What follows belongs to an exercise in optimizing a design on an open flow for small area, a short achievable clock period and few clock cycles per item; a production flow would make more cautious choices. The RTL was checked by simulation tests, not by an equivalence proof against the original design. No activity file was given, so power comes from the tool's default toggle rates.

==> flow/design.v <==
`default_nettype none
module byte_stream_find_replace #(
  parameter int MAX_PATTERN     = 16,
  parameter int MAX_REPLACEMENT = 16
) (
  input  wire logic        clk,
  input  wire logic        rst_n,
  input  wire logic        cfg_we,
  input  wire logic [2:0]  cfg_index,
  input  wire logic [63:0] cfg_wdata,
  input  wire logic        in_tvalid,
  output logic             in_tready,
  input  wire logic [7:0]  in_tdata,
  input  wire logic        in_tlast,
  output logic             out_tvalid,
  input  wire logic        out_tready,
  output logic [7:0]       out_tdata,
  output logic             out_tuser,
  output logic             out_tlast
);
  localparam int DEPTH = 16;
  localparam int AW    = 4;
  logic         pzero_r;
  logic [3:0]   pm1_r;
  logic         rzero_r;
  logic [3:0]   rm1_r;
  logic [127:0] pat_r;
  logic [127:0] rep_r;
  logic [4:0]   wlen;
  logic         plen_we;
  assign wlen    = (cfg_wdata[4] && (cfg_wdata[3:0] != 4'd0)) ? 5'd16 : cfg_wdata[4:0];
  assign plen_we = cfg_we && (cfg_index == 3'd0);
  always_ff @(posedge clk) begin
    if (!rst_n) begin
      pzero_r <= 1'b1;
      pm1_r   <= '0;
      rzero_r <= 1'b1;
      rm1_r   <= '0;
      pat_r   <= '0;
      rep_r   <= '0;
    end else if (cfg_we) begin
      case (cfg_index)
        3'd0: begin pzero_r <= (wlen == 5'd0); pm1_r <= 4'(wlen - 5'd1); end
        3'd1: pat_r[63:0]   <= cfg_wdata;
        3'd2: pat_r[127:64] <= cfg_wdata;
        3'd3: begin rzero_r <= (wlen == 5'd0); rm1_r <= 4'(wlen - 5'd1); end
        3'd4: rep_r[63:0]   <= cfg_wdata;
        3'd5: rep_r[127:64] <= cfg_wdata;
        default: ;
      endcase
    end
  end
  logic        rdy_r;
  logic        v1_r;
  logic [7:0]  b1_r;
  logic        l1_r;
  logic [15:0] eq_in;
  logic        v1_nxt;
  always_comb begin
    for (int k = 0; k < 16; k++) begin
      eq_in[k] = (in_tdata == pat_r[8*k +: 8]);
    end
  end
  logic [15:0] pm_oh;
  logic [15:0] rm_oh;
  always_comb begin
    for (int k = 0; k < 16; k++) begin
      pm_oh[k] = !pzero_r && (pm1_r == 4'(k));
      rm_oh[k] = (rm1_r == 4'(k));
    end
  end
  assign in_tready = rdy_r;
  assign v1_nxt    = rdy_r ? in_tvalid : v1_r;
  always_ff @(posedge clk) begin
    if (!rst_n) begin
      v1_r <= 1'b0;
    end else begin
      v1_r <= v1_nxt;
    end
  end
  logic [9:0]    mem_r [DEPTH];    
  logic [AW:0]   wr_ptr_r;
  logic [AW:0]   c_ptr_r;
  logic [AW:0]   rd_ptr_r;
  logic [AW:0]   wr_nxt;
  logic [AW:0]   c_nxt;
  logic [3:0]    w_r;
  logic [3:0]    w_nxt;
  logic [15:0]   dn_r;            
  logic [15:0]   d_base;          
  logic [15:0]   d_in;
  logic          m_r;             
  logic          full_r;          
  logic          go;
  logic          match;
  logic          commit_all;
  logic          wr_rep;
  logic          nf_nxt;
  assign go         = v1_r && rdy_r;
  assign match      = m_r;
  assign commit_all = l1_r || pzero_r;
  assign wr_rep     = !rzero_r || l1_r;
  assign d_in       = {d_base[14:0], 1'b1} & eq_in;
  logic eqp_in;
  logic pfx_base;
  assign eqp_in   = |(eq_in & pm_oh);
  assign pfx_base = |({d_base[14:0], 1'b1} & pm_oh);
  always_ff @(posedge clk) begin
    if (rdy_r) begin
      m_r   <= eqp_in && pfx_base;
      b1_r  <= in_tdata;
      l1_r  <= in_tlast;
    end
  end
  always_comb begin
    wr_nxt = wr_ptr_r;
    c_nxt  = c_ptr_r;
    w_nxt  = w_r;
    d_base = dn_r;
    if (plen_we) begin
      wr_nxt = c_ptr_r;
      w_nxt  = '0;
      d_base = '0;
    end else if (go) begin
      if (match) begin
        c_nxt  = c_ptr_r + (wr_rep ? 1'b1 : 1'b0);
        wr_nxt = c_ptr_r + (wr_rep ? 1'b1 : 1'b0);
        w_nxt  = '0;
        d_base = '0;
      end else if (commit_all) begin
        c_nxt  = wr_ptr_r + 1'b1;
        wr_nxt = wr_ptr_r + 1'b1;
        w_nxt  = '0;
        d_base = '0;
      end else if (full_r) begin
        c_nxt  = c_ptr_r + 1'b1;
        wr_nxt = wr_ptr_r + 1'b1;
      end else begin
        wr_nxt = wr_ptr_r + 1'b1;
        w_nxt  = w_r + 1'b1;
      end
    end
  end
  assign nf_nxt = !((wr_nxt[AW-1:0] == rd_ptr_r[AW-1:0]) && (wr_nxt[AW] != rd_ptr_r[AW]));
  always_ff @(posedge clk) begin
    if (!rst_n) begin
      rdy_r    <= 1'b1;
      wr_ptr_r <= '0;
      c_ptr_r  <= '0;
      w_r      <= '0;
      dn_r     <= '0;
      full_r   <= 1'b0;
    end else begin
      rdy_r    <= !v1_nxt || nf_nxt;
      wr_ptr_r <= wr_nxt;
      c_ptr_r  <= c_nxt;
      w_r      <= w_nxt;
      dn_r     <= (rdy_r && in_tvalid) ? d_in : d_base;
      full_r   <= (w_nxt == pm1_r);
    end
  end
  always_ff @(posedge clk) begin
    for (int i = 0; i < DEPTH; i++) begin
      if (go && (match ? (wr_rep && (c_ptr_r[AW-1:0] == AW'(i)))
                       : (wr_ptr_r[AW-1:0] == AW'(i)))) begin
        mem_r[i] <= {match, l1_r, b1_r};
      end
    end
  end
  logic [9:0]  head;
  logic [7:0]  repb;
  logic        h_valid;
  logic        h_rep;
  logic        load;
  logic        step;
  logic        fin;
  logic [15:0] rd_oh_r;
  logic [15:0] ix_oh_r;
  logic [15:0] ix_oh_nxt;
  logic        idxl_r;             
  logic        ovalid_r;
  logic [7:0]  odata_r;
  logic        ouser_r;
  logic        olast_r;
  always_comb begin
    head = '0;
    repb = '0;
    for (int i = 0; i < DEPTH; i++) begin
      head = head | (mem_r[i] & {10{rd_oh_r[i]}});
      repb = repb | (rep_r[8*i +: 8] & {8{ix_oh_r[i]}});
    end
  end
  assign h_rep     = head[9];
  assign h_valid   = (rd_ptr_r != c_ptr_r);
  assign load      = !ovalid_r || out_tready;
  assign step      = load && h_valid;
  assign fin       = !h_rep || rzero_r || idxl_r;
  assign ix_oh_nxt = !step ? ix_oh_r : (fin ? 16'd1 : {ix_oh_r[14:0], 1'b0});
  always_ff @(posedge clk) begin
    if (!rst_n) begin
      ovalid_r <= 1'b0;
      rd_ptr_r <= '0;
      rd_oh_r  <= 16'd1;
      ix_oh_r  <= 16'd1;
      idxl_r   <= 1'b0;
    end else begin
      if (load) begin
        ovalid_r <= h_valid;
      end
      if (step && fin) begin
        rd_ptr_r <= rd_ptr_r + 1'b1;
        rd_oh_r  <= {rd_oh_r[14:0], rd_oh_r[15]};
      end
      ix_oh_r <= ix_oh_nxt;
      idxl_r  <= |(ix_oh_nxt & rm_oh);
    end
  end
  always_ff @(posedge clk) begin
    if (step) begin
      odata_r <= !h_rep ? head[7:0] : (rzero_r ? 8'd0 : repb);
      ouser_r <= !(h_rep && rzero_r);
      olast_r <= head[8] && fin;
    end
  end
  assign out_tvalid = ovalid_r;
  assign out_tdata  = odata_r;
  assign out_tuser  = ouser_r;
  assign out_tlast  = olast_r;
endmodule
`default_nettype wire
Settings: LEC_CHECK=0, CAP_MARGIN=20, CORE_MARGIN=2, CORE_UTILIZATION=70, SETUP_SLACK_MARGIN=4.0, SLEW_MARGIN=20; clock period 6.5 ns.
standard.sh (not shown) runs the stock make flow with config.mk's settings and CLKGATE_MAP_FILE= SYNTH_SCRIPT=/design/flow/synth_recipe.tcl, a recipe that flattens the netlist after the stock synthesis.
==> flow/flow/run.sh <==
#!/bin/bash
# Standard layout, with two changes: the clock tree uses no dummy loads, and
# ports are buffered with buf_2 cells. The make output goes to make.log here;
# each ORFS step keeps its own log under orfs/logs.
set -euo pipefail
export CTS_ARGS="-sink_clustering_enable -repair_clock_nets -dont_use_dummy_load -sink_clustering_size 24 -sink_clustering_max_diameter 80"
export BUFFER_PORTS_ARGS="-buffer_cell sky130_fd_sc_hd__buf_2"
bash standard.sh finish > make.log 2>&1
Testbench counts at the start, summed over its fixed seeds: cycles 95,180, items 28,800.
==> next run, changes <==
--- a/flow/design.v
+++ b/flow/design.v
@@ -28,6 +28,7 @@
   logic [127:0] rep_r;
   logic [4:0]   wlen;
   logic         plen_we;
+  logic         plen_clr_r;      
   assign wlen    = (cfg_wdata[4] && (cfg_wdata[3:0] != 4'd0)) ? 5'd16 : cfg_wdata[4:0];
   assign plen_we = cfg_we && (cfg_index == 3'd0);
   always_ff @(posedge clk) begin
@@ -50,7 +51,9 @@
       endcase
     end
   end
-  logic        rdy_r;
+  logic        rdy_r;           
+  logic        nrdy_r;          
+  logic        rdy;
   logic        v1_r;
   logic [7:0]  b1_r;
   logic        l1_r;
@@ -70,7 +73,8 @@
     end
   end
   assign in_tready = rdy_r;
-  assign v1_nxt    = rdy_r ? in_tvalid : v1_r;
+  assign rdy       = !nrdy_r;
+  assign v1_nxt    = rdy ? in_tvalid : v1_r;
   always_ff @(posedge clk) begin
     if (!rst_n) begin
       v1_r <= 1'b0;
@@ -96,7 +100,7 @@
   logic          commit_all;
   logic          wr_rep;
   logic          nf_nxt;
-  assign go         = v1_r && rdy_r;
+  assign go         = v1_r && rdy;
   assign match      = m_r;
   assign commit_all = l1_r || pzero_r;
   assign wr_rep     = !rzero_r || l1_r;
@@ -106,7 +110,7 @@
   assign eqp_in   = |(eq_in & pm_oh);
   assign pfx_base = |({d_base[14:0], 1'b1} & pm_oh);
   always_ff @(posedge clk) begin
-    if (rdy_r) begin
+    if (rdy) begin
       m_r   <= eqp_in && pfx_base;
       b1_r  <= in_tdata;
       l1_r  <= in_tlast;
@@ -117,7 +121,7 @@
     c_nxt  = c_ptr_r;
     w_nxt  = w_r;
     d_base = dn_r;
-    if (plen_we) begin
+    if (plen_clr_r) begin
       wr_nxt = c_ptr_r;
       w_nxt  = '0;
       d_base = '0;
@@ -145,6 +149,8 @@
   always_ff @(posedge clk) begin
     if (!rst_n) begin
       rdy_r    <= 1'b1;
+      nrdy_r   <= 1'b0;
+      plen_clr_r <= 1'b0;
       wr_ptr_r <= '0;
       c_ptr_r  <= '0;
       w_r      <= '0;
@@ -152,10 +158,12 @@
       full_r   <= 1'b0;
     end else begin
       rdy_r    <= !v1_nxt || nf_nxt;
+      nrdy_r   <= v1_nxt && !nf_nxt;
+      plen_clr_r <= plen_we;
       wr_ptr_r <= wr_nxt;
       c_ptr_r  <= c_nxt;
       w_r      <= w_nxt;
-      dn_r     <= (rdy_r && in_tvalid) ? d_in : d_base;
+      dn_r     <= (rdy && in_tvalid) ? d_in : d_base;
       full_r   <= (w_nxt == pm1_r);
     end
   end
Result: Power came out higher by 0.68%. Sequential share of layout area falls by 0.24 points. Critical path depth went up by 5. Routed wire length fell by 0.49%. Clock skew came out lower by 0.0070 ns. Sequential cell count grows by 2.
Testbench counts after the change, summed over its fixed seeds: cycles 95,180, items 28,800.

-- static timing again, ports no longer ideal --
In the flow no input, the clock included, has a driving cell. The finished layouts below were timed again as built, in two steps. Step 1 sets driving cells, clkbuf_16 on the clock port and buf_2 on the other inputs (assumed; they add their load-dependent delay and slew). Step 2 moves the port delays by t, midway between the first and last clock arrival at a register: inputs arrive t later, outputs are due t later. That takes back most of the time a late clock gives input paths. a / b / c = no drivers / after step 1 / after step 2; a / b = the first two.
run | t (ns) | slack for setup (ns) | latest minus earliest clock arrival (ns) | slew at the worst register clock pin (ns)
the first run | 0.615 | 4.050 / 3.995 / 3.429 | 0.037 / 0.037 | 0.10 / 0.10
the second run | 0.617 | 4.086 / 4.053 / 3.476 | 0.036 / 0.036 | 0.10 / 0.10
After both steps every run listed still meets setup and hold. For the first run, which loses most, drivers alone change the setup slack by -0.055 ns; drivers and shift together by -0.621 ns.
